Context: an optimization exercise on an open-source flow, tuned for small area, a short achievable clock period and few clock cycles per item. The choices shown serve that exercise and are no tape-out recipe. RTL that was checked went through simulation tests only; none was proved equivalent to the original. The RTL of run 1 was laid out without a check of its function.

==> flow/design.v (outline; a module is shown in full before it is edited, if it fits) <==
// module cpid_cfg: 40 lines
// module cpid_trees: 3484 lines
// module clamped_pid_controller: 186 lines
module clamped_pid_controller #(
    parameter int GAIN_FRAC_BITS = 16
) (
    input  logic                                i_clk,
    input  logic                                i_rst_n,
    input  logic                                i_cfg_we,
    input  logic [cpid_pkg::CFG_IDX_W-1:0]      i_cfg_idx,
    input  logic [cpid_pkg::CFG_DATA_W-1:0]     i_cfg_data,
    input  logic                                i_valid,
    output logic                                o_stall,
    input  logic signed [cpid_pkg::SAMPLE_W-1:0] i_setpoint,
    input  logic signed [cpid_pkg::SAMPLE_W-1:0] i_measured,
    input  logic                                i_clear_integ,
    output logic                                o_valid,
    input  logic                                i_stall,
    output logic signed [cpid_pkg::DRIVE_W-1:0] o_drive,
    output logic                                o_clamped
);
  // ...
==> flow/run.sh <==
#!/bin/bash
# synth_recipe.tcl (not shown) runs the flow's synth.tcl, then flattens the netlist and writes it again
# the make line also repeats each setting of config.mk as NAME=value (left out here)
make -C /OpenROAD-flow-scripts/flow DESIGN_CONFIG=/design/flow/config.mk WORK_HOME=/design/flow/orfs CLKGATE_MAP_FILE= SYNTH_SCRIPT=/design/flow/synth_recipe.tcl finish
==> flow/config.mk <==
export PLATFORM = sky130hd
export DESIGN_NAME = clamped_pid_controller
export DESIGN_NICKNAME = clamped_pid_controller
export VERILOG_FILES = /design/flow/design.v
export SDC_FILE = /design/flow/constraint.sdc
export NUM_CORES = 4
export LEC_CHECK = 0
export ABC_AREA = 1
export CAP_MARGIN = 20
export CORE_MARGIN = 2
export CORE_UTILIZATION = 40
export SLEW_MARGIN = 20
==> flow/constraint.sdc <==
create_clock -name core_clock -period 10.0 [get_ports {i_clk}]
set_input_delay 2.0000 -clock core_clock [delete_from_list [all_inputs] [get_ports {i_clk}]]
set_output_delay 2.0000 -clock core_clock [all_outputs]
set_load 0.01 [all_outputs]
==> summary.txt, run 1 <==
Layout
  • Area-dominant class: multi-input gates
  • Area of the multi-input gates: 0.0325 mm2
  • FF/Latch Area: 0.00990 mm2
  • Finished Layout Cells: 7231

GRT
  • Global-route wire length before repair: 252 mm
  • Met3 Track Usage GR: 0.0725
  • Total gr overflow: 0

Synth
  • Post-synthesis adder-cell area fraction: 0.294
  • Main synth FF type: dfxtp_1
  • Post-synth EDFFs: 85
  • YS warnings: 2
  • Compound-Gate Fraction of Synth Area: 0.148
  • Post-Synth Simple-Gate Area: 0.131
  • Register area share after synthesis: 0.212
  • Average size of a mapped cell: 8.13 um2
  • Asr flop ratio synth: 0
  • Count of different cell masters after synthesis: 57

Floorplanning
  • Area of the core: 0.116 mm2
  • DIE AREA: 0.120 mm2
  • Well Taps: 1524

Clock network
  • Post-CTS Repair Setup Buffers: 0
  • Post-cts gate resize count: 0
  • Num CTS Buffers: 51
  • CTS max path bufs: 3
  • Clock slew at reported path FFs: 0.07 ns
  • CTS root buf: clkbuf_16
  • Clock latency on the worst-skew pair: 0.69 ns
  • CTS Hold Bufs: 0

STA
  • Sum Neg Setup Slack: 0 ns
  • Max_slew headroom: 0.168

Route
  • Wire length on met1: 68.6 mm

Run status
  • Outcome: timing/DRC/antenna clean

Worst hold path
  • Hold path start: r_clr1$_DFF_P_

Critical path
  • Setup crit end kind: register
==> module cpid_cfg, before the edit <==
module cpid_cfg (
    input  logic                                i_clk,
    input  logic                                i_rst_n,
    input  logic                                i_cfg_we,
    input  logic [cpid_pkg::CFG_IDX_W-1:0]      i_cfg_idx,
    input  logic [cpid_pkg::CFG_DATA_W-1:0]     i_cfg_data,
    output cpid_pkg::t_cfg                      o_cfg
);
    cpid_pkg::t_cfg r_cfg;
    always_ff @(posedge i_clk) begin
        if (!i_rst_n) begin
            r_cfg.prop_gain   <= '0;
            r_cfg.integ_gain  <= '0;
            r_cfg.deriv_gain  <= '0;
            r_cfg.integ_limit <= cpid_pkg::INTEG_LIMIT_RST;
            r_cfg.out_limit   <= cpid_pkg::OUT_LIMIT_RST;
        end else if (i_cfg_we) begin
            unique case (i_cfg_idx)
                cpid_pkg::CFG_PROP_GAIN: begin
                    r_cfg.prop_gain <= i_cfg_data[cpid_pkg::GAIN_W-1:0];
                end
                cpid_pkg::CFG_INTEG_GAIN: begin
                    r_cfg.integ_gain <= i_cfg_data[cpid_pkg::GAIN_W-1:0];
                end
                cpid_pkg::CFG_DERIV_GAIN: begin
                    r_cfg.deriv_gain <= i_cfg_data[cpid_pkg::GAIN_W-1:0];
                end
                cpid_pkg::CFG_INTEG_LIMIT: begin
                    r_cfg.integ_limit <= i_cfg_data[cpid_pkg::LIMIT_W-1:0];
                end
                cpid_pkg::CFG_OUT_LIMIT: begin
                    r_cfg.out_limit <= i_cfg_data[cpid_pkg::LIMIT_W-1:0];
                end
                default: begin
                end
            endcase
        end
    end
    assign o_cfg = r_cfg;
endmodule
==> module clamped_pid_controller, before the edit <==
module clamped_pid_controller #(
    parameter int GAIN_FRAC_BITS = 16
) (
    input  logic                                i_clk,
    input  logic                                i_rst_n,
    input  logic                                i_cfg_we,
    input  logic [cpid_pkg::CFG_IDX_W-1:0]      i_cfg_idx,
    input  logic [cpid_pkg::CFG_DATA_W-1:0]     i_cfg_data,
    input  logic                                i_valid,
    output logic                                o_stall,
    input  logic signed [cpid_pkg::SAMPLE_W-1:0] i_setpoint,
    input  logic signed [cpid_pkg::SAMPLE_W-1:0] i_measured,
    input  logic                                i_clear_integ,
    output logic                                o_valid,
    input  logic                                i_stall,
    output logic signed [cpid_pkg::DRIVE_W-1:0] o_drive,
    output logic                                o_clamped
);
    localparam int QN = 5;               
    localparam int WI = 38;              
    localparam int WP = 40;              
    cpid_pkg::t_cfg w_cfg;
    cpid_cfg u_cfg (
        .i_clk      (i_clk),
        .i_rst_n    (i_rst_n),
        .i_cfg_we   (i_cfg_we),
        .i_cfg_idx  (i_cfg_idx),
        .i_cfg_data (i_cfg_data),
        .o_cfg      (w_cfg)
    );
    logic       r_stall;
    logic [2:0] r_cnt;
    logic       w_acc;
    logic       w_take;
    logic [2:0] w_cnt;
    assign w_acc  = i_valid && !r_stall;
    assign w_take = o_valid && !i_stall;
    assign w_cnt  = r_cnt + 3'(w_acc) - 3'(w_take);
    always_ff @(posedge i_clk) begin
        if (!i_rst_n) begin
            r_cnt   <= '0;
            r_stall <= 1'b0;
        end else begin
            r_cnt   <= w_cnt;
            r_stall <= (w_cnt >= 3'(QN));
        end
    end
    assign o_stall = r_stall;
    logic               r_v1;
    logic signed [16:0] r_err;       
    logic signed [17:0] r_derr;
    logic               r_clr1;
    logic signed [16:0] w_err;
    logic signed [17:0] w_derr;
    assign w_err  = 17'(i_setpoint) - 17'(i_measured);
    assign w_derr = 18'(w_err) - 18'(r_err);
    always_ff @(posedge i_clk) begin
        if (!i_rst_n) begin
            r_v1  <= 1'b0;
            r_err <= '0;
        end else begin
            r_v1 <= w_acc;
            if (w_acc) r_err <= w_err;
        end
    end
    always_ff @(posedge i_clk) begin
        r_derr <= w_derr;
        r_clr1 <= i_clear_integ;
    end
    logic            r_v2;
    logic            r_clr2;
    logic [WI-1:0]   r_is0, r_is1;
    logic [WP-1:0]   r_pd0, r_pd1;
    logic [WI-1:0]   w_is0, w_is1;
    logic [WP-1:0]   w_pd0, w_pd1;
    cpid_trees u_trees (
        .i_kp   (w_cfg.prop_gain),
        .i_ki   (w_cfg.integ_gain),
        .i_kd   (w_cfg.deriv_gain),
        .i_err  (r_err),
        .i_derr (r_derr),
        .o_is0  (w_is0),
        .o_is1  (w_is1),
        .o_pd0  (w_pd0),
        .o_pd1  (w_pd1)
    );
    always_ff @(posedge i_clk) begin
        if (!i_rst_n) r_v2 <= 1'b0;
        else          r_v2 <= r_v1;
    end
    always_ff @(posedge i_clk) begin
        r_clr2 <= r_clr1;
        r_is0  <= w_is0;
        r_is1  <= w_is1;
        r_pd0  <= w_pd0;
        r_pd1  <= w_pd1;
    end
    logic               r_v3;
    logic signed [31:0] r_integ;
    logic [WP-1:0]      r_pd;
    logic [WI-1:0]      w_base;
    logic [WI-1:0]      w_ilim;
    logic [WI-1:0]      w_isum;
    logic [WI-1:0]      w_ihi;       
    logic [WI-1:0]      w_ilo;       
    logic signed [31:0] w_integ;
    assign w_base = r_clr2 ? '0 : WI'(r_integ);
    assign w_ilim = WI'({w_cfg.integ_limit, 16'd0});
    assign w_isum = w_base + r_is0 + r_is1;
    assign w_ihi  = w_base + r_is0 + r_is1 + ~w_ilim;
    assign w_ilo  = w_base + r_is0 + r_is1 + w_ilim;
    always_comb begin
        if (!w_ihi[WI-1])     w_integ = 32'(w_ilim);
        else if (w_ilo[WI-1]) w_integ = -(32'(w_ilim));
        else                  w_integ = w_isum[31:0];
    end
    always_ff @(posedge i_clk) begin
        if (!i_rst_n) begin
            r_v3    <= 1'b0;
            r_integ <= '0;
        end else begin
            r_v3 <= r_v2;
            if (r_v2) r_integ <= w_integ;
        end
    end
    always_ff @(posedge i_clk) begin
        r_pd <= r_pd0 + r_pd1;
    end
    logic [WP-1:0]  w_olim;
    logic [WP-1:0]  w_sum;
    logic [WP-1:0]  w_ohi;           
    logic [WP-1:0]  w_olo;           
    logic [23:0]    w_whole;
    logic [15:0]    w_drive;
    logic           w_clamped;
    assign w_olim = WP'({w_cfg.out_limit, 16'd0});
    assign w_sum  = r_pd + WP'(r_integ);
    assign w_ohi  = r_pd + WP'(r_integ) + ~w_olim;
    assign w_olo  = r_pd + WP'(r_integ) + w_olim;
    assign w_whole = w_sum[39:16] + 24'(w_sum[WP-1] && (w_sum[15:0] != '0));
    always_comb begin
        if (!w_ohi[WP-1]) begin
            w_drive   = 16'(w_cfg.out_limit);
            w_clamped = 1'b1;
        end else if (w_olo[WP-1]) begin
            w_drive   = -(16'(w_cfg.out_limit));
            w_clamped = 1'b1;
        end else begin
            w_drive   = w_whole[15:0];
            w_clamped = 1'b0;
        end
    end
    logic           r_hv;
    logic [16:0]    r_hd;
    logic [16:0]    r_q [QN-1];
    logic [1:0]     r_rp, r_wp;
    logic [2:0]     r_qn;
    logic           w_hfree;
    logic           w_qrd;
    logic           w_qwr;
    logic [16:0]    w_new;
    assign w_new   = {w_drive, w_clamped};
    assign w_hfree = !r_hv || !i_stall;
    assign w_qrd   = w_hfree && (r_qn != '0);
    assign w_qwr   = r_v3 && !(w_hfree && (r_qn == '0));
    always_ff @(posedge i_clk) begin
        if (!i_rst_n) begin
            r_hv <= 1'b0;
            r_rp <= '0;
            r_wp <= '0;
            r_qn <= '0;
        end else begin
            if (w_hfree) r_hv <= r_v3 || (r_qn != '0);
            if (w_qrd) r_rp <= r_rp + 2'd1;
            if (w_qwr) r_wp <= r_wp + 2'd1;
            r_qn <= r_qn + 3'(w_qwr) - 3'(w_qrd);
        end
    end
    always_ff @(posedge i_clk) begin
        if (w_hfree) r_hd <= w_qrd ? r_q[r_rp] : w_new;
        if (w_qwr) r_q[r_wp] <= w_new;
    end
    assign o_valid   = r_hv;
    assign o_drive   = r_hd[16:1];
    assign o_clamped = r_hd[0];
endmodule
==> run 2: changes to the inputs <==
--- a/flow/design.v
+++ b/flow/design.v
@@ -49,35 +49,25 @@
     output cpid_pkg::t_cfg                      o_cfg
 );
     cpid_pkg::t_cfg r_cfg;
-    always_ff @(posedge i_clk) begin
-        if (!i_rst_n) begin
-            r_cfg.prop_gain   <= '0;
-            r_cfg.integ_gain  <= '0;
-            r_cfg.deriv_gain  <= '0;
-            r_cfg.integ_limit <= cpid_pkg::INTEG_LIMIT_RST;
-            r_cfg.out_limit   <= cpid_pkg::OUT_LIMIT_RST;
-        end else if (i_cfg_we) begin
-            unique case (i_cfg_idx)
-                cpid_pkg::CFG_PROP_GAIN: begin
-                    r_cfg.prop_gain <= i_cfg_data[cpid_pkg::GAIN_W-1:0];
-                end
-                cpid_pkg::CFG_INTEG_GAIN: begin
-                    r_cfg.integ_gain <= i_cfg_data[cpid_pkg::GAIN_W-1:0];
-                end
-                cpid_pkg::CFG_DERIV_GAIN: begin
-                    r_cfg.deriv_gain <= i_cfg_data[cpid_pkg::GAIN_W-1:0];
-                end
-                cpid_pkg::CFG_INTEG_LIMIT: begin
-                    r_cfg.integ_limit <= i_cfg_data[cpid_pkg::LIMIT_W-1:0];
-                end
-                cpid_pkg::CFG_OUT_LIMIT: begin
-                    r_cfg.out_limit <= i_cfg_data[cpid_pkg::LIMIT_W-1:0];
-                end
-                default: begin
-                end
-            endcase
+    logic [cpid_pkg::GAIN_W-1:0]  w_gain;
+    logic [cpid_pkg::LIMIT_W-1:0] w_ilim;
+    logic [cpid_pkg::LIMIT_W-1:0] w_olim;
+    logic [4:0]                   w_load;
+    assign w_gain = i_rst_n ? i_cfg_data[cpid_pkg::GAIN_W-1:0] : '0;
+    assign w_ilim = i_rst_n ? i_cfg_data[cpid_pkg::LIMIT_W-1:0] : cpid_pkg::INTEG_LIMIT_RST;
+    assign w_olim = i_rst_n ? i_cfg_data[cpid_pkg::LIMIT_W-1:0] : cpid_pkg::OUT_LIMIT_RST;
+    always_comb begin
+        for (int k = 0; k < 5; k++) begin
+            w_load[k] = !i_rst_n || (i_cfg_we && (i_cfg_idx == 3'(k)));
         end
     end
+    always_ff @(posedge i_clk) begin
+        if (w_load[0]) r_cfg.prop_gain   <= w_gain;
+        if (w_load[1]) r_cfg.integ_gain  <= w_gain;
+        if (w_load[2]) r_cfg.deriv_gain  <= w_gain;
+        if (w_load[3]) r_cfg.integ_limit <= w_ilim;
+        if (w_load[4]) r_cfg.out_limit   <= w_olim;
+    end
     assign o_cfg = r_cfg;
 endmodule
 module cpid_trees (
@@ -3564,6 +3554,705 @@
     assign o_pd0 = {1'b1, t_qhc1657, t_qfs1732, t_qfs1730, t_qfs1728, t_qfs1726, t_qfs1724, t_qfs1722, t_qfs1720, t_qfs1718, t_qfs1716, t_qfs1714, t_qfs1712, t_qfs1710, t_qfs1708, t_qfs1706, t_qfs1704, t_qfs1702, t_qfs1700, t_qfs1698, t_qfs1696, t_qfs1694, t_qfs1692, t_qfs1690, t_qfs1688, t_qfs1686, t_qfs1684, t_qfs1682, t_qfs1680, t_qfs1678, t_qfs1676, t_qfs1674, t_qfs1672, t_qfs1670, t_qfs1668, t_qfs1666, t_qfs1664, t_qfs1662, t_qfs1660, t_qhs1584};
     assign o_pd1 = {1'b0, t_qfc1733, t_qfc1731, t_qfc1729, t_qfc1727, t_qfc1725, t_qfc1723, t_qfc1721, t_qfc1719, t_qfc1717, t_qfc1715, t_qfc1713, t_qfc1711, t_qfc1709, t_qfc1707, t_qfc1705, t_qfc1703, t_qfc1701, t_qfc1699, t_qfc1697, t_qfc1695, t_qfc1693, t_qfc1691, t_qfc1689, t_qfc1687, t_qfc1685, t_qfc1683, t_qfc1681, t_qfc1679, t_qfc1677, t_qfc1675, t_qfc1673, t_qfc1671, t_qfc1669, t_qfc1667, t_qfc1665, t_qfc1663, t_qfc1661, t_qhc1659, t_qhs1658};
 endmodule
+module cpid_add17 (input logic [16:0] a, input logic [16:0] b, input logic ci, output logic [16:0] s);
+    logic [16:0] p, g;
+    logic gg0;
+    logic gg1;
+    logic pp1;
+    logic gg2;
+    logic pp2;
+    logic gg3;
+    logic pp3;
+    logic gg4;
+    logic pp4;
+    logic gg5;
+    logic pp5;
+    logic gg6;
+    logic pp6;
+    logic gg7;
+    logic pp7;
+    logic gg8;
+    logic gg9;
+    logic pp9;
+    logic gg10;
+    logic pp10;
+    logic gg11;
+    logic pp11;
+    logic gg12;
+    logic gg13;
+    logic pp13;
+    logic gg14;
+    logic gg15;
+    logic gg16;
+    logic gg17;
+    logic gg18;
+    logic gg19;
+    logic gg20;
+    logic gg21;
+    logic gg22;
+    logic gg23;
+    logic gg24;
+    logic gg25;
+    logic gg26;
+    assign p = a ^ b;
+    assign g = a & b;
+    logic g0c;
+    assign g0c = g[0] | (p[0] & ci);
+    assign gg0 = g[1] | (p[1] & g0c);
+    assign gg1 = g[3] | (p[3] & g[2]);
+    assign pp1 = p[3] & p[2];
+    assign gg2 = g[5] | (p[5] & g[4]);
+    assign pp2 = p[5] & p[4];
+    assign gg3 = g[7] | (p[7] & g[6]);
+    assign pp3 = p[7] & p[6];
+    assign gg4 = g[9] | (p[9] & g[8]);
+    assign pp4 = p[9] & p[8];
+    assign gg5 = g[11] | (p[11] & g[10]);
+    assign pp5 = p[11] & p[10];
+    assign gg6 = g[13] | (p[13] & g[12]);
+    assign pp6 = p[13] & p[12];
+    assign gg7 = g[15] | (p[15] & g[14]);
+    assign pp7 = p[15] & p[14];
+    assign gg8 = gg1 | (pp1 & gg0);
+    assign gg9 = gg3 | (pp3 & gg2);
+    assign pp9 = pp3 & pp2;
+    assign gg10 = gg5 | (pp5 & gg4);
+    assign pp10 = pp5 & pp4;
+    assign gg11 = gg7 | (pp7 & gg6);
+    assign pp11 = pp7 & pp6;
+    assign gg12 = gg9 | (pp9 & gg8);
+    assign gg13 = gg11 | (pp11 & gg10);
+    assign pp13 = pp11 & pp10;
+    assign gg14 = gg13 | (pp13 & gg12);
+    assign gg15 = gg10 | (pp10 & gg12);
+    assign gg16 = gg2 | (pp2 & gg8);
+    assign gg17 = gg4 | (pp4 & gg12);
+    assign gg18 = gg6 | (pp6 & gg15);
+    assign gg19 = g[2] | (p[2] & gg0);
+    assign gg20 = g[4] | (p[4] & gg8);
+    assign gg21 = g[6] | (p[6] & gg16);
+    assign gg22 = g[8] | (p[8] & gg12);
+    assign gg23 = g[10] | (p[10] & gg17);
+    assign gg24 = g[12] | (p[12] & gg15);
+    assign gg25 = g[14] | (p[14] & gg18);
+    assign gg26 = g[16] | (p[16] & gg14);
+    assign s[0] = p[0] ^ ci;
+    assign s[1] = p[1] ^ g0c;
+    assign s[2] = p[2] ^ gg0;
+    assign s[3] = p[3] ^ gg19;
+    assign s[4] = p[4] ^ gg8;
+    assign s[5] = p[5] ^ gg20;
+    assign s[6] = p[6] ^ gg16;
+    assign s[7] = p[7] ^ gg21;
+    assign s[8] = p[8] ^ gg12;
+    assign s[9] = p[9] ^ gg22;
+    assign s[10] = p[10] ^ gg17;
+    assign s[11] = p[11] ^ gg23;
+    assign s[12] = p[12] ^ gg15;
+    assign s[13] = p[13] ^ gg24;
+    assign s[14] = p[14] ^ gg18;
+    assign s[15] = p[15] ^ gg25;
+    assign s[16] = p[16] ^ gg14;
+endmodule
+module cpid_add18 (input logic [17:0] a, input logic [17:0] b, input logic ci, output logic [17:0] s);
+    logic [17:0] p, g;
+    logic gg0;
+    logic gg1;
+    logic pp1;
+    logic gg2;
+    logic pp2;
+    logic gg3;
+    logic pp3;
+    logic gg4;
+    logic pp4;
+    logic gg5;
+    logic pp5;
+    logic gg6;
+    logic pp6;
+    logic gg7;
+    logic pp7;
+    logic gg8;
+    logic pp8;
+    logic gg9;
+    logic gg10;
+    logic pp10;
+    logic gg11;
+    logic pp11;
+    logic gg12;
+    logic pp12;
+    logic gg13;
+    logic gg14;
+    logic pp14;
+    logic gg15;
+    logic gg16;
+    logic gg17;
+    logic gg18;
+    logic gg19;
+    logic gg20;
+    logic gg21;
+    logic gg22;
+    logic gg23;
+    logic gg24;
+    logic gg25;
+    logic gg26;
+    logic gg27;
+    logic gg28;
+    assign p = a ^ b;
+    assign g = a & b;
+    logic g0c;
+    assign g0c = g[0] | (p[0] & ci);
+    assign gg0 = g[1] | (p[1] & g0c);
+    assign gg1 = g[3] | (p[3] & g[2]);
+    assign pp1 = p[3] & p[2];
+    assign gg2 = g[5] | (p[5] & g[4]);
+    assign pp2 = p[5] & p[4];
+    assign gg3 = g[7] | (p[7] & g[6]);
+    assign pp3 = p[7] & p[6];
+    assign gg4 = g[9] | (p[9] & g[8]);
+    assign pp4 = p[9] & p[8];
+    assign gg5 = g[11] | (p[11] & g[10]);
+    assign pp5 = p[11] & p[10];
+    assign gg6 = g[13] | (p[13] & g[12]);
+    assign pp6 = p[13] & p[12];
+    assign gg7 = g[15] | (p[15] & g[14]);
+    assign pp7 = p[15] & p[14];
+    assign gg8 = g[17] | (p[17] & g[16]);
+    assign pp8 = p[17] & p[16];
+    assign gg9 = gg1 | (pp1 & gg0);
+    assign gg10 = gg3 | (pp3 & gg2);
+    assign pp10 = pp3 & pp2;
+    assign gg11 = gg5 | (pp5 & gg4);
+    assign pp11 = pp5 & pp4;
+    assign gg12 = gg7 | (pp7 & gg6);
+    assign pp12 = pp7 & pp6;
+    assign gg13 = gg10 | (pp10 & gg9);
+    assign gg14 = gg12 | (pp12 & gg11);
+    assign pp14 = pp12 & pp11;
+    assign gg15 = gg14 | (pp14 & gg13);
+    assign gg16 = gg11 | (pp11 & gg13);
+    assign gg17 = gg2 | (pp2 & gg9);
+    assign gg18 = gg4 | (pp4 & gg13);
+    assign gg19 = gg6 | (pp6 & gg16);
+    assign gg20 = gg8 | (pp8 & gg15);
+    assign gg21 = g[2] | (p[2] & gg0);
+    assign gg22 = g[4] | (p[4] & gg9);
+    assign gg23 = g[6] | (p[6] & gg17);
+    assign gg24 = g[8] | (p[8] & gg13);
+    assign gg25 = g[10] | (p[10] & gg18);
+    assign gg26 = g[12] | (p[12] & gg16);
+    assign gg27 = g[14] | (p[14] & gg19);
+    assign gg28 = g[16] | (p[16] & gg15);
+    assign s[0] = p[0] ^ ci;
+    assign s[1] = p[1] ^ g0c;
+    assign s[2] = p[2] ^ gg0;
+    assign s[3] = p[3] ^ gg21;
+    assign s[4] = p[4] ^ gg9;
+    assign s[5] = p[5] ^ gg22;
+    assign s[6] = p[6] ^ gg17;
+    assign s[7] = p[7] ^ gg23;
+    assign s[8] = p[8] ^ gg13;
+    assign s[9] = p[9] ^ gg24;
+    assign s[10] = p[10] ^ gg18;
+    assign s[11] = p[11] ^ gg25;
+    assign s[12] = p[12] ^ gg16;
+    assign s[13] = p[13] ^ gg26;
+    assign s[14] = p[14] ^ gg19;
+    assign s[15] = p[15] ^ gg27;
+    assign s[16] = p[16] ^ gg15;
+    assign s[17] = p[17] ^ gg28;
+endmodule
+module cpid_add38 (input logic [37:0] a, input logic [37:0] b, output logic [37:0] s);
+    logic [37:0] p, g;
+    logic gg0;
+    logic gg1;
+    logic pp1;
+    logic gg2;
+    logic pp2;
+    logic gg3;
+    logic pp3;
+    logic gg4;
+    logic pp4;
+    logic gg5;
+    logic pp5;
+    logic gg6;
+    logic pp6;
+    logic gg7;
+    logic pp7;
+    logic gg8;
+    logic pp8;
+    logic gg9;
+    logic pp9;
+    logic gg10;
+    logic pp10;
+    logic gg11;
+    logic pp11;
+    logic gg12;
+    logic pp12;
+    logic gg13;
+    logic pp13;
+    logic gg14;
+    logic pp14;
+    logic gg15;
+    logic pp15;
+    logic gg16;
+    logic pp16;
+    logic gg17;
+    logic pp17;
+    logic gg18;
+    logic pp18;
+    logic gg19;
+    logic gg20;
+    logic pp20;
+    logic gg21;
+    logic pp21;
+    logic gg22;
+    logic pp22;
+    logic gg23;
+    logic pp23;
+    logic gg24;
+    logic pp24;
+    logic gg25;
+    logic pp25;
+    logic gg26;
+    logic pp26;
+    logic gg27;
+    logic pp27;
+    logic gg28;
+    logic gg29;
+    logic pp29;
+    logic gg30;
+    logic pp30;
+    logic gg31;
+    logic pp31;
+    logic gg32;
+    logic gg33;
+    logic pp33;
+    logic gg34;
+    logic gg35;
+    logic gg36;
+    logic gg37;
+    logic gg38;
+    logic gg39;
+    logic gg40;
+    logic gg41;
+    logic gg42;
+    logic gg43;
+    logic gg44;
+    logic gg45;
+    logic gg46;
+    logic gg47;
+    logic gg48;
+    logic gg49;
+    logic gg50;
+    logic gg51;
+    logic gg52;
+    logic gg53;
+    logic gg54;
+    logic gg55;
+    logic gg56;
+    logic gg57;
+    logic gg58;
+    logic gg59;
+    logic gg60;
+    logic gg61;
+    logic gg62;
+    logic gg63;
+    logic gg64;
+    logic gg65;
+    logic gg66;
+    assign p = a ^ b;
+    assign g = a & b;
+    assign gg0 = g[1] | (p[1] & g[0]);
+    assign gg1 = g[3] | (p[3] & g[2]);
+    assign pp1 = p[3] & p[2];
+    assign gg2 = g[5] | (p[5] & g[4]);
+    assign pp2 = p[5] & p[4];
+    assign gg3 = g[7] | (p[7] & g[6]);
+    assign pp3 = p[7] & p[6];
+    assign gg4 = g[9] | (p[9] & g[8]);
+    assign pp4 = p[9] & p[8];
+    assign gg5 = g[11] | (p[11] & g[10]);
+    assign pp5 = p[11] & p[10];
+    assign gg6 = g[13] | (p[13] & g[12]);
+    assign pp6 = p[13] & p[12];
+    assign gg7 = g[15] | (p[15] & g[14]);
+    assign pp7 = p[15] & p[14];
+    assign gg8 = g[17] | (p[17] & g[16]);
+    assign pp8 = p[17] & p[16];
+    assign gg9 = g[19] | (p[19] & g[18]);
+    assign pp9 = p[19] & p[18];
+    assign gg10 = g[21] | (p[21] & g[20]);
+    assign pp10 = p[21] & p[20];
+    assign gg11 = g[23] | (p[23] & g[22]);
+    assign pp11 = p[23] & p[22];
+    assign gg12 = g[25] | (p[25] & g[24]);
+    assign pp12 = p[25] & p[24];
+    assign gg13 = g[27] | (p[27] & g[26]);
+    assign pp13 = p[27] & p[26];
+    assign gg14 = g[29] | (p[29] & g[28]);
+    assign pp14 = p[29] & p[28];
+    assign gg15 = g[31] | (p[31] & g[30]);
+    assign pp15 = p[31] & p[30];
+    assign gg16 = g[33] | (p[33] & g[32]);
+    assign pp16 = p[33] & p[32];
+    assign gg17 = g[35] | (p[35] & g[34]);
+    assign pp17 = p[35] & p[34];
+    assign gg18 = g[37] | (p[37] & g[36]);
+    assign pp18 = p[37] & p[36];
+    assign gg19 = gg1 | (pp1 & gg0);
+    assign gg20 = gg3 | (pp3 & gg2);
+    assign pp20 = pp3 & pp2;
+    assign gg21 = gg5 | (pp5 & gg4);
+    assign pp21 = pp5 & pp4;
+    assign gg22 = gg7 | (pp7 & gg6);
+    assign pp22 = pp7 & pp6;
+    assign gg23 = gg9 | (pp9 & gg8);
+    assign pp23 = pp9 & pp8;
+    assign gg24 = gg11 | (pp11 & gg10);
+    assign pp24 = pp11 & pp10;
+    assign gg25 = gg13 | (pp13 & gg12);
+    assign pp25 = pp13 & pp12;
+    assign gg26 = gg15 | (pp15 & gg14);
+    assign pp26 = pp15 & pp14;
+    assign gg27 = gg17 | (pp17 & gg16);
+    assign pp27 = pp17 & pp16;
+    assign gg28 = gg20 | (pp20 & gg19);
+    assign gg29 = gg22 | (pp22 & gg21);
+    assign pp29 = pp22 & pp21;
+    assign gg30 = gg24 | (pp24 & gg23);
+    assign pp30 = pp24 & pp23;
+    assign gg31 = gg26 | (pp26 & gg25);
+    assign pp31 = pp26 & pp25;
+    assign gg32 = gg29 | (pp29 & gg28);
+    assign gg33 = gg31 | (pp31 & gg30);
+    assign pp33 = pp31 & pp30;
+    assign gg34 = gg33 | (pp33 & gg32);
+    assign gg35 = gg30 | (pp30 & gg32);
+    assign gg36 = gg21 | (pp21 & gg28);
+    assign gg37 = gg23 | (pp23 & gg32);
+    assign gg38 = gg25 | (pp25 & gg35);
+    assign gg39 = gg27 | (pp27 & gg34);
+    assign gg40 = gg2 | (pp2 & gg19);
+    assign gg41 = gg4 | (pp4 & gg28);
+    assign gg42 = gg6 | (pp6 & gg36);
+    assign gg43 = gg8 | (pp8 & gg32);
+    assign gg44 = gg10 | (pp10 & gg37);
+    assign gg45 = gg12 | (pp12 & gg35);
+    assign gg46 = gg14 | (pp14 & gg38);
+    assign gg47 = gg16 | (pp16 & gg34);
+    assign gg48 = gg18 | (pp18 & gg39);
+    assign gg49 = g[2] | (p[2] & gg0);
+    assign gg50 = g[4] | (p[4] & gg19);
+    assign gg51 = g[6] | (p[6] & gg40);
+    assign gg52 = g[8] | (p[8] & gg28);
+    assign gg53 = g[10] | (p[10] & gg41);
+    assign gg54 = g[12] | (p[12] & gg36);
+    assign gg55 = g[14] | (p[14] & gg42);
+    assign gg56 = g[16] | (p[16] & gg32);
+    assign gg57 = g[18] | (p[18] & gg43);
+    assign gg58 = g[20] | (p[20] & gg37);
+    assign gg59 = g[22] | (p[22] & gg44);
+    assign gg60 = g[24] | (p[24] & gg35);
+    assign gg61 = g[26] | (p[26] & gg45);
+    assign gg62 = g[28] | (p[28] & gg38);
+    assign gg63 = g[30] | (p[30] & gg46);
+    assign gg64 = g[32] | (p[32] & gg34);
+    assign gg65 = g[34] | (p[34] & gg47);
+    assign gg66 = g[36] | (p[36] & gg39);
+    assign s[0] = p[0];
+    assign s[1] = p[1] ^ g[0];
+    assign s[2] = p[2] ^ gg0;
+    assign s[3] = p[3] ^ gg49;
+    assign s[4] = p[4] ^ gg19;
+    assign s[5] = p[5] ^ gg50;
+    assign s[6] = p[6] ^ gg40;
+    assign s[7] = p[7] ^ gg51;
+    assign s[8] = p[8] ^ gg28;
+    assign s[9] = p[9] ^ gg52;
+    assign s[10] = p[10] ^ gg41;
+    assign s[11] = p[11] ^ gg53;
+    assign s[12] = p[12] ^ gg36;
+    assign s[13] = p[13] ^ gg54;
+    assign s[14] = p[14] ^ gg42;
+    assign s[15] = p[15] ^ gg55;
+    assign s[16] = p[16] ^ gg32;
+    assign s[17] = p[17] ^ gg56;
+    assign s[18] = p[18] ^ gg43;
+    assign s[19] = p[19] ^ gg57;
+    assign s[20] = p[20] ^ gg37;
+    assign s[21] = p[21] ^ gg58;
+    assign s[22] = p[22] ^ gg44;
+    assign s[23] = p[23] ^ gg59;
+    assign s[24] = p[24] ^ gg35;
+    assign s[25] = p[25] ^ gg60;
+    assign s[26] = p[26] ^ gg45;
+    assign s[27] = p[27] ^ gg61;
+    assign s[28] = p[28] ^ gg38;
+    assign s[29] = p[29] ^ gg62;
+    assign s[30] = p[30] ^ gg46;
+    assign s[31] = p[31] ^ gg63;
+    assign s[32] = p[32] ^ gg34;
+    assign s[33] = p[33] ^ gg64;
+    assign s[34] = p[34] ^ gg47;
+    assign s[35] = p[35] ^ gg65;
+    assign s[36] = p[36] ^ gg39;
+    assign s[37] = p[37] ^ gg66;
+endmodule
+module cpid_add40 (input logic [39:0] a, input logic [39:0] b, output logic [39:0] s);
+    logic [39:0] p, g;
+    logic gg0;
+    logic gg1;
+    logic pp1;
+    logic gg2;
+    logic pp2;
+    logic gg3;
+    logic pp3;
+    logic gg4;
+    logic pp4;
+    logic gg5;
+    logic pp5;
+    logic gg6;
+    logic pp6;
+    logic gg7;
+    logic pp7;
+    logic gg8;
+    logic pp8;
+    logic gg9;
+    logic pp9;
+    logic gg10;
+    logic pp10;
+    logic gg11;
+    logic pp11;
+    logic gg12;
+    logic pp12;
+    logic gg13;
+    logic pp13;
+    logic gg14;
+    logic pp14;
+    logic gg15;
+    logic pp15;
+    logic gg16;
+    logic pp16;
+    logic gg17;
+    logic pp17;
+    logic gg18;
+    logic pp18;
+    logic gg19;
+    logic pp19;
+    logic gg20;
+    logic gg21;
+    logic pp21;
+    logic gg22;
+    logic pp22;
+    logic gg23;
+    logic pp23;
+    logic gg24;
+    logic pp24;
+    logic gg25;
+    logic pp25;
+    logic gg26;
+    logic pp26;
+    logic gg27;
+    logic pp27;
+    logic gg28;
+    logic pp28;
+    logic gg29;
+    logic pp29;
+    logic gg30;
+    logic gg31;
+    logic pp31;
+    logic gg32;
+    logic pp32;
+    logic gg33;
+    logic pp33;
+    logic gg34;
+    logic pp34;
+    logic gg35;
+    logic gg36;
+    logic pp36;
+    logic gg37;
+    logic gg38;
+    logic gg39;
+    logic gg40;
+    logic gg41;
+    logic gg42;
+    logic gg43;
+    logic gg44;
+    logic gg45;
+    logic gg46;
+    logic gg47;
+    logic gg48;
+    logic gg49;
+    logic gg50;
+    logic gg51;
+    logic gg52;
+    logic gg53;
+    logic gg54;
+    logic gg55;
+    logic gg56;
+    logic gg57;
+    logic gg58;
+    logic gg59;
+    logic gg60;
+    logic gg61;
+    logic gg62;
+    logic gg63;
+    logic gg64;
+    logic gg65;
+    logic gg66;
+    logic gg67;
+    logic gg68;
+    logic gg69;
+    logic gg70;
+    logic gg71;
+    assign p = a ^ b;
+    assign g = a & b;
+    assign gg0 = g[1] | (p[1] & g[0]);
+    assign gg1 = g[3] | (p[3] & g[2]);
+    assign pp1 = p[3] & p[2];
+    assign gg2 = g[5] | (p[5] & g[4]);
+    assign pp2 = p[5] & p[4];
+    assign gg3 = g[7] | (p[7] & g[6]);
+    assign pp3 = p[7] & p[6];
+    assign gg4 = g[9] | (p[9] & g[8]);
+    assign pp4 = p[9] & p[8];
+    assign gg5 = g[11] | (p[11] & g[10]);
+    assign pp5 = p[11] & p[10];
+    assign gg6 = g[13] | (p[13] & g[12]);
+    assign pp6 = p[13] & p[12];
+    assign gg7 = g[15] | (p[15] & g[14]);
+    assign pp7 = p[15] & p[14];
+    assign gg8 = g[17] | (p[17] & g[16]);
+    assign pp8 = p[17] & p[16];
+    assign gg9 = g[19] | (p[19] & g[18]);
+    assign pp9 = p[19] & p[18];
+    assign gg10 = g[21] | (p[21] & g[20]);
+    assign pp10 = p[21] & p[20];
+    assign gg11 = g[23] | (p[23] & g[22]);
+    assign pp11 = p[23] & p[22];
+    assign gg12 = g[25] | (p[25] & g[24]);
+    assign pp12 = p[25] & p[24];
+    assign gg13 = g[27] | (p[27] & g[26]);
+    assign pp13 = p[27] & p[26];
+    assign gg14 = g[29] | (p[29] & g[28]);
+    assign pp14 = p[29] & p[28];
+    assign gg15 = g[31] | (p[31] & g[30]);
+    assign pp15 = p[31] & p[30];
+    assign gg16 = g[33] | (p[33] & g[32]);
+    assign pp16 = p[33] & p[32];
+    assign gg17 = g[35] | (p[35] & g[34]);
+    assign pp17 = p[35] & p[34];
+    assign gg18 = g[37] | (p[37] & g[36]);
+    assign pp18 = p[37] & p[36];
+    assign gg19 = g[39] | (p[39] & g[38]);
+    assign pp19 = p[39] & p[38];
+    assign gg20 = gg1 | (pp1 & gg0);
+    assign gg21 = gg3 | (pp3 & gg2);
+    assign pp21 = pp3 & pp2;
+    assign gg22 = gg5 | (pp5 & gg4);
+    assign pp22 = pp5 & pp4;
+    assign gg23 = gg7 | (pp7 & gg6);
+    assign pp23 = pp7 & pp6;
+    assign gg24 = gg9 | (pp9 & gg8);
+    assign pp24 = pp9 & pp8;
+    assign gg25 = gg11 | (pp11 & gg10);
+    assign pp25 = pp11 & pp10;
+    assign gg26 = gg13 | (pp13 & gg12);
+    assign pp26 = pp13 & pp12;
+    assign gg27 = gg15 | (pp15 & gg14);
+    assign pp27 = pp15 & pp14;
+    assign gg28 = gg17 | (pp17 & gg16);
+    assign pp28 = pp17 & pp16;
+    assign gg29 = gg19 | (pp19 & gg18);
+    assign pp29 = pp19 & pp18;
+    assign gg30 = gg21 | (pp21 & gg20);
+    assign gg31 = gg23 | (pp23 & gg22);
+    assign pp31 = pp23 & pp22;
+    assign gg32 = gg25 | (pp25 & gg24);
+    assign pp32 = pp25 & pp24;
+    assign gg33 = gg27 | (pp27 & gg26);
+    assign pp33 = pp27 & pp26;
+    assign gg34 = gg29 | (pp29 & gg28);
+    assign pp34 = pp29 & pp28;
+    assign gg35 = gg31 | (pp31 & gg30);
+    assign gg36 = gg33 | (pp33 & gg32);
+    assign pp36 = pp33 & pp32;
+    assign gg37 = gg36 | (pp36 & gg35);
+    assign gg38 = gg32 | (pp32 & gg35);
+    assign gg39 = gg34 | (pp34 & gg37);
+    assign gg40 = gg22 | (pp22 & gg30);
+    assign gg41 = gg24 | (pp24 & gg35);
+    assign gg42 = gg26 | (pp26 & gg38);
+    assign gg43 = gg28 | (pp28 & gg37);
+    assign gg44 = gg2 | (pp2 & gg20);
+    assign gg45 = gg4 | (pp4 & gg30);
+    assign gg46 = gg6 | (pp6 & gg40);
+    assign gg47 = gg8 | (pp8 & gg35);
+    assign gg48 = gg10 | (pp10 & gg41);
+    assign gg49 = gg12 | (pp12 & gg38);
+    assign gg50 = gg14 | (pp14 & gg42);
+    assign gg51 = gg16 | (pp16 & gg37);
+    assign gg52 = gg18 | (pp18 & gg43);
+    assign gg53 = g[2] | (p[2] & gg0);
+    assign gg54 = g[4] | (p[4] & gg20);
+    assign gg55 = g[6] | (p[6] & gg44);
+    assign gg56 = g[8] | (p[8] & gg30);
+    assign gg57 = g[10] | (p[10] & gg45);
+    assign gg58 = g[12] | (p[12] & gg40);
+    assign gg59 = g[14] | (p[14] & gg46);
+    assign gg60 = g[16] | (p[16] & gg35);
+    assign gg61 = g[18] | (p[18] & gg47);
+    assign gg62 = g[20] | (p[20] & gg41);
+    assign gg63 = g[22] | (p[22] & gg48);
+    assign gg64 = g[24] | (p[24] & gg38);
+    assign gg65 = g[26] | (p[26] & gg49);
+    assign gg66 = g[28] | (p[28] & gg42);
+    assign gg67 = g[30] | (p[30] & gg50);
+    assign gg68 = g[32] | (p[32] & gg37);
+    assign gg69 = g[34] | (p[34] & gg51);
+    assign gg70 = g[36] | (p[36] & gg43);
+    assign gg71 = g[38] | (p[38] & gg52);
+    assign s[0] = p[0];
+    assign s[1] = p[1] ^ g[0];
+    assign s[2] = p[2] ^ gg0;
+    assign s[3] = p[3] ^ gg53;
+    assign s[4] = p[4] ^ gg20;
+    assign s[5] = p[5] ^ gg54;
+    assign s[6] = p[6] ^ gg44;
+    assign s[7] = p[7] ^ gg55;
+    assign s[8] = p[8] ^ gg30;
+    assign s[9] = p[9] ^ gg56;
+    assign s[10] = p[10] ^ gg45;
+    assign s[11] = p[11] ^ gg57;
+    assign s[12] = p[12] ^ gg40;
+    assign s[13] = p[13] ^ gg58;
+    assign s[14] = p[14] ^ gg46;
+    assign s[15] = p[15] ^ gg59;
+    assign s[16] = p[16] ^ gg35;
+    assign s[17] = p[17] ^ gg60;
+    assign s[18] = p[18] ^ gg47;
+    assign s[19] = p[19] ^ gg61;
+    assign s[20] = p[20] ^ gg41;
+    assign s[21] = p[21] ^ gg62;
+    assign s[22] = p[22] ^ gg48;
+    assign s[23] = p[23] ^ gg63;
+    assign s[24] = p[24] ^ gg38;
+    assign s[25] = p[25] ^ gg64;
+    assign s[26] = p[26] ^ gg49;
+    assign s[27] = p[27] ^ gg65;
+    assign s[28] = p[28] ^ gg42;
+    assign s[29] = p[29] ^ gg66;
+    assign s[30] = p[30] ^ gg50;
+    assign s[31] = p[31] ^ gg67;
+    assign s[32] = p[32] ^ gg37;
+    assign s[33] = p[33] ^ gg68;
+    assign s[34] = p[34] ^ gg51;
+    assign s[35] = p[35] ^ gg69;
+    assign s[36] = p[36] ^ gg43;
+    assign s[37] = p[37] ^ gg70;
+    assign s[38] = p[38] ^ gg52;
+    assign s[39] = p[39] ^ gg71;
+endmodule
 module clamped_pid_controller #(
     parameter int GAIN_FRAC_BITS = 16
 ) (
@@ -3618,8 +4307,24 @@
     logic               r_clr1;
     logic signed [16:0] w_err;
     logic signed [17:0] w_derr;
-    assign w_err  = 17'(i_setpoint) - 17'(i_measured);
-    assign w_derr = 18'(w_err) - 18'(r_err);
+    logic [17:0] w_sp, w_nms, w_npv, w_ds, w_dc;
+    assign w_sp  = {{2{i_setpoint[15]}}, i_setpoint};
+    assign w_nms = ~{{2{i_measured[15]}}, i_measured};
+    assign w_npv = ~{r_err[16], r_err};
+    assign w_ds  = w_sp ^ w_nms ^ w_npv;
+    assign w_dc  = (w_sp & w_nms) | (w_sp & w_npv) | (w_nms & w_npv);
+    cpid_add17 u_err (
+        .a  (w_sp[16:0]),
+        .b  (w_nms[16:0]),
+        .ci (1'b1),
+        .s  (w_err)
+    );
+    cpid_add18 u_derr (
+        .a  (w_ds),
+        .b  ({w_dc[16:0], 1'b1}),
+        .ci (1'b1),
+        .s  (w_derr)
+    );
     always_ff @(posedge i_clk) begin
         if (!i_rst_n) begin
             r_v1  <= 1'b0;
@@ -3665,20 +4370,32 @@
     logic signed [31:0] r_integ;
     logic [WP-1:0]      r_pd;
     logic [WI-1:0]      w_base;
-    logic [WI-1:0]      w_ilim;
     logic [WI-1:0]      w_isum;
-    logic [WI-1:0]      w_ihi;       
-    logic [WI-1:0]      w_ilo;       
+    logic signed [WI-17:0] w_ihi;
+    logic               w_ifnz;
+    logic               w_igt;
+    logic               w_ilt;
+    logic signed [31:0] w_ilim;
     logic signed [31:0] w_integ;
     assign w_base = r_clr2 ? '0 : WI'(r_integ);
-    assign w_ilim = WI'({w_cfg.integ_limit, 16'd0});
-    assign w_isum = w_base + r_is0 + r_is1;
-    assign w_ihi  = w_base + r_is0 + r_is1 + ~w_ilim;
-    assign w_ilo  = w_base + r_is0 + r_is1 + w_ilim;
+    logic [WI-1:0]      w_cs0, w_cs1;
+    assign w_cs0  = w_base ^ r_is0 ^ r_is1;
+    assign w_cs1  = (w_base & r_is0) | (w_base & r_is1) | (r_is0 & r_is1);
+    cpid_add38 u_isum (
+        .a (w_cs0),
+        .b ({w_cs1[WI-2:0], 1'b0}),
+        .s (w_isum)
+    );
+    assign w_ihi  = w_isum[WI-1:16];
+    assign w_ifnz = (w_isum[15:0] != '0);
+    assign w_igt  = (w_ihi > $signed({1'b0, w_cfg.integ_limit}))
+                 || ((w_ihi == $signed({1'b0, w_cfg.integ_limit})) && w_ifnz);
+    assign w_ilt  = (w_ihi < -$signed({1'b0, w_cfg.integ_limit}));
+    assign w_ilim = {1'b0, w_cfg.integ_limit, 16'd0};
     always_comb begin
-        if (!w_ihi[WI-1])     w_integ = 32'(w_ilim);
-        else if (w_ilo[WI-1]) w_integ = -(32'(w_ilim));
-        else                  w_integ = w_isum[31:0];
+        if (w_igt)      w_integ = w_ilim;
+        else if (w_ilt) w_integ = -w_ilim;
+        else            w_integ = w_isum[31:0];
     end
     always_ff @(posedge i_clk) begin
         if (!i_rst_n) begin
@@ -3689,30 +4406,41 @@
             if (r_v2) r_integ <= w_integ;
         end
     end
+    logic [WP-1:0] w_pd;
+    cpid_add40 u_pd (
+        .a (r_pd0),
+        .b (r_pd1),
+        .s (w_pd)
+    );
     always_ff @(posedge i_clk) begin
-        r_pd <= r_pd0 + r_pd1;
+        r_pd <= w_pd;
     end
-    logic [WP-1:0]  w_olim;
-    logic [WP-1:0]  w_sum;
-    logic [WP-1:0]  w_ohi;           
-    logic [WP-1:0]  w_olo;           
-    logic [23:0]    w_whole;
-    logic [15:0]    w_drive;
-    logic           w_clamped;
-    assign w_olim = WP'({w_cfg.out_limit, 16'd0});
-    assign w_sum  = r_pd + WP'(r_integ);
-    assign w_ohi  = r_pd + WP'(r_integ) + ~w_olim;
-    assign w_olo  = r_pd + WP'(r_integ) + w_olim;
-    assign w_whole = w_sum[39:16] + 24'(w_sum[WP-1] && (w_sum[15:0] != '0));
+    logic [WP-1:0]         w_sum;
+    logic signed [WP-17:0] w_ohi;
+    logic                  w_ofnz;
+    logic                  w_ogt;
+    logic                  w_olt;
+    logic [15:0]           w_drive;
+    logic                  w_clamped;
+    cpid_add40 u_sum (
+        .a (r_pd),
+        .b (WP'(r_integ)),
+        .s (w_sum)
+    );
+    assign w_ohi  = w_sum[WP-1:16];
+    assign w_ofnz = (w_sum[15:0] != '0);
+    assign w_ogt  = (w_ohi > $signed({1'b0, w_cfg.out_limit}))
+                 || ((w_ohi == $signed({1'b0, w_cfg.out_limit})) && w_ofnz);
+    assign w_olt  = (w_ohi < -$signed({1'b0, w_cfg.out_limit}));
     always_comb begin
-        if (!w_ohi[WP-1]) begin
+        if (w_ogt) begin
             w_drive   = 16'(w_cfg.out_limit);
             w_clamped = 1'b1;
-        end else if (w_olo[WP-1]) begin
+        end else if (w_olt) begin
             w_drive   = -(16'(w_cfg.out_limit));
             w_clamped = 1'b1;
         end else begin
-            w_drive   = w_whole[15:0];
+            w_drive   = w_ohi[15:0] + 16'(w_sum[WP-1] && w_ofnz);
             w_clamped = 1'b0;
         end
     end
--- a/flow/config.mk
+++ b/flow/config.mk
@@ -8,5 +8,5 @@
 export ABC_AREA = 1
 export CAP_MARGIN = 20
 export CORE_MARGIN = 2
-export CORE_UTILIZATION = 40
+export CORE_UTILIZATION = 50
 export SLEW_MARGIN = 20
==> summary.txt, run 2 <==
Run status
  • Outcome: timing/DRC/antenna clean (unchanged)

Clock network
  • Post-cts gate resize count: 0 (unchanged)
  • Clock latency on the worst-skew pair: 0.68 ns (was 0.69 ns)
  • CTS root buf: clkbuf_16 (unchanged)
  • CTS tree: done (unchanged)
  • Depth of the CTS H-tree: 2 (unchanged)
  • CTS sink cnt: 452 (unchanged)
  • Clock slew at reported path FFs: 0.06 ns (was 0.07 ns)
  • CTS max path bufs: 3 (unchanged)
  • CTS Hold Bufs: 0 (unchanged)
  • Post-CTS Repair Setup Buffers: 0 (unchanged)
  • Num CTS Buffers: 54 (was 51)

Layout
  • Fill cells: 8210 (was 11700)
  • Area delta synth->final: 8.18% (was 8.29%)
  • Finished Layout Cells: 6072 (was 7231)
  • NumNets Final: 5783 (was 6515)
  • Regs by FF count: u_cfg.r_cfg x90, r_q x68, r_pd x40 (unchanged)
  • Commonest non-fill, non-tap cells in the layout: 827 x inv_1, 589 x fa_1, 566 x xor2_1 (was 846 x nand2_1, 788 x inv_1, 599 x xor2_1)
  • Max reg flops: 90 (unchanged)
  • Layout cell share with drive strength beyond 1: 0.0519 (was 0.0412)
  • Top reg by flops: u_cfg.r_cfg (unchanged)
  • Most common cell after layout, fill and taps aside: inv_1 (was nand2_1)

Route
  • Final ANT Viol Nets: 0 (unchanged)
  • Final WL: 147 mm (was 167 mm)
  • Iter 0 DRT Violations: 3711 (was 4394)
  • Drt pass-1 iters: 6 (was 7)
  • Vias: 35000 (was 40600)
  • WL/cell: 24.1 um (was 23.2 um)
  • Via-to-Cell Ratio: 5.77 (was 5.61)
  • Number of remaining DRC errors: 0 (unchanged)

Floorplanning
  • Die height: 305 um (was 346 um)
  • Die W: 305 um (was 346 um)
  • Area of the core: 0.0897 mm2 (was 0.116 mm2)
  • DIE AREA: 0.0928 mm2 (was 0.120 mm2)
  • IO Count: 80 (unchanged)
  • Cell Rows: 110 (was 125)
  • Initial Utilization: 0.504 (was 0.403)

GRT
  • Vias in the first global route: 35400 (was 40100)
  • Total gr overflow: 0 (unchanged)
  • Total track usage: 0.317 (was 0.275)
  • Pin count of the biggest net entering global routing: 64 (was 72)
  • Global-route wire length before repair: 222 mm (was 252 mm)
  • Initial antenna violation count: 2 (was 14)

STA
  • Tightest Pin Transition: 1.10 ns (was 1.24 ns)
  • Min cycle time layout: 6.41 ns (was 6.21 ns)
  • Max_slew headroom: 0.265 (was 0.168)
  • Final hold vios: 0 (unchanged)
  • Max-slew violations: 0 (unchanged)
  • Crit share post-route: 0.641 (was 0.621)
  • # setup viols final: 0 (unchanged)
  • F_max: 156 MHz (was 161 MHz)
  • Sum Neg Setup Slack: 0 ns (unchanged)
  • Clock Skews: 0.0379 ns (was 0.0412 ns)
  • Setup repair after global routing missed its margin: false (unchanged)

Synth
  • Top cell type's share of synthesized area: 0.261 (was 0.215)
  • Top cells by instance count after synthesis: 833 x inv_1, 589 x fa_1, 566 x xor2_1 (was 846 x nand2_1, 796 x inv_1, 599 x xor2_1)
  • Asr flop ratio synth: 0 (unchanged)
  • Post-synth top area cell: fa_1 (unchanged)
  • Synth Register Bits: 452 (unchanged)
  • Synthesized area: 0.0452 mm2 (was 0.0467 mm2)
  • Post-synth EDFFs: 175 (was 85)
  • Synth area leaders: fa_1 26%, dfxtp_1 12%, edfxtp_1 12% (was fa_1 22%, dfxtp_1 16%, xor2_1 11%)
  • Register area share after synthesis: 0.239 (was 0.212)
  • Count of different cell masters after synthesis: 60 (was 57)
  • Main synth FF type: dfxtp_1 (unchanged)
  • Average size of a mapped cell: 9.20 um2 (was 8.13 um2)
  • Count leader, synth: inv_1 (was nand2_1)
  • Post-Syn Instances: 4910 (was 5747)
  • YS warnings: 2 (unchanged)
  • Synth Net Count: 5844 (was 6603)

Critical path
  • CP max stage delay: 0.49 ns (was 0.52 ns)
  • Most used cell, CP: nand2_1 (unchanged)
  • Crit path launch type: register (unchanged)
  • Worst EP arrival: 6.94 ns (was 6.77 ns)
  • Critical Path RT: 10.53 ns (was 10.56 ns)
  • Critical path fanouts, max: 23 (was 36)
  • Slowest CP cell: fa_1 (was nand2_2)
  • Critical path class: reg2reg (unchanged)
  • Setup crit end kind: register (unchanged)

Placed design
  • IO buf count: 79 (unchanged)
  • Post-DP HPWL: 109 mm (was 125 mm)
  • Placed cell count: 5969 (was 7129)
  • Gpl congestion: 0.980 (was 0.978)

Worst hold path
  • Type of the most critical hold path: reg2reg (unchanged)

Run
  • Max Cap Violations: 0 (unchanged)
## run 2: worst max-delay path: cells and delay by family, from the launching register on
family                     cells  cell delay (ns)
and+or+nand+nor               20             2.55
adders and majority gates      4             1.59
AOI/OAI and AO/OA              5             0.74
buffers and inverters          5             0.71
DFF                            1             0.46
xor gates and xnor gates       1             0.19
## run 2: cell type report
class | count | area (um2) | share of cell area
inverters | 878 | 3300 | 0.0675
diodes | 2 | 5.00 | 0.000102
clock buffers | 77 | 1600 | 0.0327
clock inverters | 24 | 300 | 0.00614
repair buffers | 144 | 1270 | 0.0261
well taps | 1176 | 1470 | 0.0301
multi-input cells | 3319 | 30100 | 0.616
flip-flops and latches | 452 | 10800 | 0.221
## run 2: metal layers
metal,track usage,wire length (um)
met1,0.433,61400
met2,0.479,63100
met3,0.0749,14800
met4,0.142,7290
met5,0,8
## run 2: path summary, 6_finish.rpt
| path | startpoint | endpoint | slack (ns) | depth (start not counted) |
|---|---|---|---|---|
| worst min-delay path | r_clr1$_DFF_P_ | r_clr2$_DFF_P_ | 0.37 | 0 |
| worst min register to register | r_clr1$_DFF_P_ | r_clr2$_DFF_P_ | 0.37 | 0 |
| worst max-delay path | r_clr2$_DFF_P_ | r_integ[31]$_SDFFE_PN0P_ | 3.59 | 35 |
| worst max register to register | r_clr2$_DFF_P_ | r_integ[31]$_SDFFE_PN0P_ | 3.59 | 35 |
## run 2: through the flow
step,instance area (um2),worst slack [ns],hold WS (ns),util
floorplan,45200,4.64,0.310,-
global placement,47000,3.74,0.359,0.524
detailed placement,47000,3.59,0.342,0.524
CTS,48900,3.59,0.368,0.545
global route,48900,2.98,0.369,0.545
finish,48900,3.59,0.366,0.545
## run 2: kinds of logic after synthesis
logic type,after synthesis,share of synthesized area
muxes,2,0.000471
buffers and inverters,1139,0.0960
xor gates and xnor gates,601,0.117
and+or+nand+nor,934,0.0897
adders and majority gates,873,0.340
DFF,452,0.239
AOI/OAI and AO/OA,909,0.119
Testbench counts of run 2, summed over its fixed seeds: cycles 12,032, items 12,000.
==> run 3: changes to the inputs <==
--- a/flow/config.mk
+++ b/flow/config.mk
@@ -9,4 +9,5 @@
 export CAP_MARGIN = 20
 export CORE_MARGIN = 2
 export CORE_UTILIZATION = 50
+export SETUP_SLACK_MARGIN = 5
 export SLEW_MARGIN = 20
==> summary.txt, run 3 <==
STA
  • Final hold vios: 0 (unchanged)
  • # setup viols final: 0 (unchanged)
  • Setup WS post-layout: 4.99 ns (was 3.59 ns)
  • Sum Neg Setup Slack: 0 ns (unchanged)
  • Max-slew violations: 0 (unchanged)
  • F_max: 200 MHz (was 156 MHz)
  • Max_slew headroom: 0.286 (was 0.265)
  • Tightest Pin Transition: 1.06 ns (was 1.10 ns)
  • Setup repair after global routing missed its margin: true (was false)
  • Fin Hold WS: 0.364 ns (was 0.366 ns)
  • Min cycle time layout: 5.01 ns (was 6.41 ns)
  • Clock Skews: 0.0351 ns (was 0.0379 ns)
  • Crit share post-route: 0.501 (was 0.641)

Route
  • WL/cell: 24.7 um (was 24.1 um)
  • Via-to-Cell Ratio: 5.86 (was 5.77)
  • Drt pass-1 iters: 7 (was 6)
  • Final ANT Viol Nets: 0 (unchanged)
  • Vias: 36300 (was 35000)
  • Final WL: 153 mm (was 147 mm)
  • Number of remaining DRC errors: 0 (unchanged)
  • Iter 0 DRT Violations: 3833 (was 3711)

Floorplanning
  • Initial Utilization: 0.504 (unchanged)
  • Area of the core: 0.0897 mm2 (unchanged)
  • Die height: 305 um (unchanged)
  • Cell Rows: 110 (unchanged)
  • IO Count: 80 (unchanged)
  • Die W: 305 um (unchanged)
  • DIE AREA: 0.0928 mm2 (unchanged)

GRT
  • Total gr overflow: 0 (unchanged)
  • Global-route wire length before repair: 228 mm (was 222 mm)
  • Total track usage: 0.325 (was 0.317)
  • Vias in the first global route: 36500 (was 35400)
  • Initial antenna violation count: 5 (was 2)
  • Pin count of the biggest net entering global routing: 64 (unchanged)

Critical path
  • Worst EP arrival: 5.54 ns (was 6.94 ns)
  • Worst R2R Setup Slack: 4.99 ns (was 3.59 ns)
  • Critical path class: reg2reg (unchanged)
  • R2R Path End: r_integ[31]$_SDFFE_PN0P_ (unchanged)
  • Crit path launch type: register (unchanged)
  • Worst reg2reg path depth: 29 (was 35)
  • CP max stage delay: 0.52 ns (was 0.49 ns)
  • Critical Path RT: 10.53 ns (about the same)
  • Beginning of the critical path: r_clr2$_DFF_P_ (unchanged)
  • Most used cell, CP: nand2_2 (was nand2_1)
  • Slowest CP cell: fa_1 (unchanged)
  • Critical path fanouts, max: 6 (was 23)
  • Setup crit end kind: register (unchanged)
  • FF-to-FF Start: r_clr2$_DFF_P_ (unchanged)

Synth
  • Top cells by instance count after synthesis: 833 x inv_1, 589 x fa_1, 566 x xor2_1 (unchanged)
  • Register area share after synthesis: 0.239 (unchanged)
  • Average size of a mapped cell: 9.20 um2 (unchanged)
  • Top cell type's share of synthesized area: 0.261 (unchanged)
  • Count of different cell masters after synthesis: 60 (unchanged)
  • Asr flop ratio synth: 0 (unchanged)
  • Synthesized area: 0.0452 mm2 (unchanged)
  • Count leader, synth: inv_1 (unchanged)
  • Post-Syn Instances: 4910 (unchanged)
  • Synth Register Bits: 452 (unchanged)
  • Synth area leaders: fa_1 26%, dfxtp_1 12%, edfxtp_1 12% (unchanged)
  • Main synth FF type: dfxtp_1 (unchanged)
  • Post-synth EDFFs: 175 (unchanged)
  • Post-synth top area cell: fa_1 (unchanged)
  • Synth Net Count: 5844 (unchanged)
  • YS warnings: 2 (unchanged)

Layout
  • Commonest non-fill, non-tap cells in the layout: 807 x inv_1, 580 x fa_1, 562 x xor2_1 (was 827 x inv_1, 589 x fa_1, 566 x xor2_1)
  • Max reg flops: 90 (unchanged)
  • Regs by FF count: u_cfg.r_cfg x90, r_q x68, r_pd x40 (unchanged)
  • NumNets Final: 5900 (was 5783)
  • # diodes: 0 (was 2)
  • Top reg by flops: u_cfg.r_cfg (unchanged)
  • Most common cell after layout, fill and taps aside: inv_1 (unchanged)
  • Layout cell share with drive strength beyond 1: 0.113 (was 0.0519)
  • Design area: 0.0512 mm2 (was 0.0489 mm2)
  • Area delta synth->final: 13.3% (was 8.18%)

Clock network
  • CTS Hold Bufs: 0 (unchanged)
  • CTS sink cnt: 452 (unchanged)
  • CTS root buf: clkbuf_16 (unchanged)
  • CTS tree: done (unchanged)
  • Clock slew at reported path FFs: 0.07 ns (was 0.06 ns)
  • Clock latency on the worst-skew pair: 0.64 ns (was 0.68 ns)
  • CTS max path bufs: 3 (unchanged)
  • Depth of the CTS H-tree: 2 (unchanged)
  • Num CTS Buffers: 53 (was 54)

Placed design
  • Setup slack at placement: 3.67 ns (was 3.59 ns)
  • Gpl congestion: 0.969 (was 0.980)
  • Post-DP HPWL: 109 mm (about the same)
  • IO buf count: 79 (unchanged)
  • Placed Area: 0.0470 mm2 (about the same)

Worst hold path
  • Hold path start: r_clr1$_DFF_P_ (unchanged)
  • Type of the most critical hold path: reg2reg (unchanged)
  • Hold Path Stages: 0 (unchanged)
  • Min-Delay Endpoint: r_clr2$_DFF_P_ (unchanged)

Run status
  • Outcome: timing/DRC/antenna clean (unchanged)

Run
  • Max Cap Violations: 0 (unchanged)
run 3: changes by cell type in the layout (fill, tap and decap cells not counted), moves of 22 or more:
cell / delta
buf_4: +65
clkinvlp_4: +22
dfxtp_1: -26
nand2_1: -39
nand2_2: +29
nor2_1: -26
run 3: layout make-up:
| cell class | count | area, um2 |
|---|---|---|
| repair inverters | 11 | 87.6 |
| repair buffers | 249 | 2430 |
| fillers | 8028 | 38600 |
| well taps | 1176 | 1470 |
| multi-input cells | 3321 | 31000 |
| clock inverters | 29 | 330 |
| clock buffers | 70 | 1490 |
| inverters | 878 | 3470 |
| flip-flops and latches | 452 | 10900 |
run 3: critical path: cells and delay by family, from the launching register on:
kind	cells	cell delay [ns]
simple gates	15	1.62
xor+xnor	1	0.27
fa+ha+maj	4	1.48
compound gates	6	0.81
buf+inv	3	0.32
flops	1	0.38
run 3: per-stage QoR:
stage,instances,util
2_1_floorplan,4910,-
3_3_place_gp,5970,0.524
3_5_place_dp,5970,0.524
4_1_cts,6120,0.555
5_1_grt,6186,0.570
6_report,6186,0.570
run 3: kinds of logic (layout without fill, tap and decap cells):
kind of cell / after synthesis / in the layout / share of synthesized area
DFF: 452 / 452 / 0.239
AOI/OAI and AO/OA: 909 / 910 / 0.119
buffers and inverters: 1139 / 1237 / 0.0960
and+or+nand+nor: 934 / 935 / 0.0897
adders and majority gates: 873 / 873 / 0.340
muxes: 2 / 2 / 0.000471
xor gates and xnor gates: 601 / 601 / 0.117
run 3: timing repair:
action,4_1_cts,5_1_grt
pin swaps,39,72
cloned,9,10
buffers inserted,42,56
resized for setup,164,188
endpoints found under the setup margin,176,153
hold endpoints to repair,0,0
run 3: metal layers:
layer	track usage	vias up	part of all wire
met3	0.0768	459	0.11
met2	0.507	2062	0.44
met1	0.431	17700	0.40
li1	-	16000	-
met4	0.146	10	0.053
met5	0	-	0.00046
run 3: worst max-delay path by stage:
stage          slack (ns)  cells after the start                       end
2_1_floorplan        5.00                     38  r_integ[10]$_SDFFE_PN0P_
4_1_cts              4.95                     35  r_integ[31]$_SDFFE_PN0P_
3_5_place_dp         3.67                     34  r_integ[31]$_SDFFE_PN0P_
5_1_grt              4.77                     35  r_integ[31]$_SDFFE_PN0P_
6_report             4.99                     29  r_integ[31]$_SDFFE_PN0P_
3_3_place_gp         3.71                     34  r_integ[31]$_SDFFE_PN0P_

## static timing again, ports no longer ideal
Ports are ideal in the flow. The routed layouts listed here were re-timed in OpenROAD. Step 1: set_driving_cell puts a clkbuf_16 on i_clk and a buf_2 on each other input, an assumption about the parent block. Step 2 also shifts input and output timing later by t, the mid clock arrival at the registers, as if the neighbouring blocks saw the same clock. a / b / c = no drivers / after step 1 / after step 2; a / b = the first two.
| run | t (ns) | setup WS [ns] | cell pins on the clock port's net |
|---|---|---|---|
| run 1 | 0.738 | 3.789 / 3.789 / 3.789 | 1 |
| run 2 | 0.728 | 3.591 / 3.591 / 3.591 | 1 |
| run 3 | 0.694 | 4.990 / 4.990 / 4.627 | 1 |
After both steps every run listed still meets setup and hold. The setup slack of run 3, which loses most, moves by 0.000 ns with the drivers and by -0.363 ns with both steps.
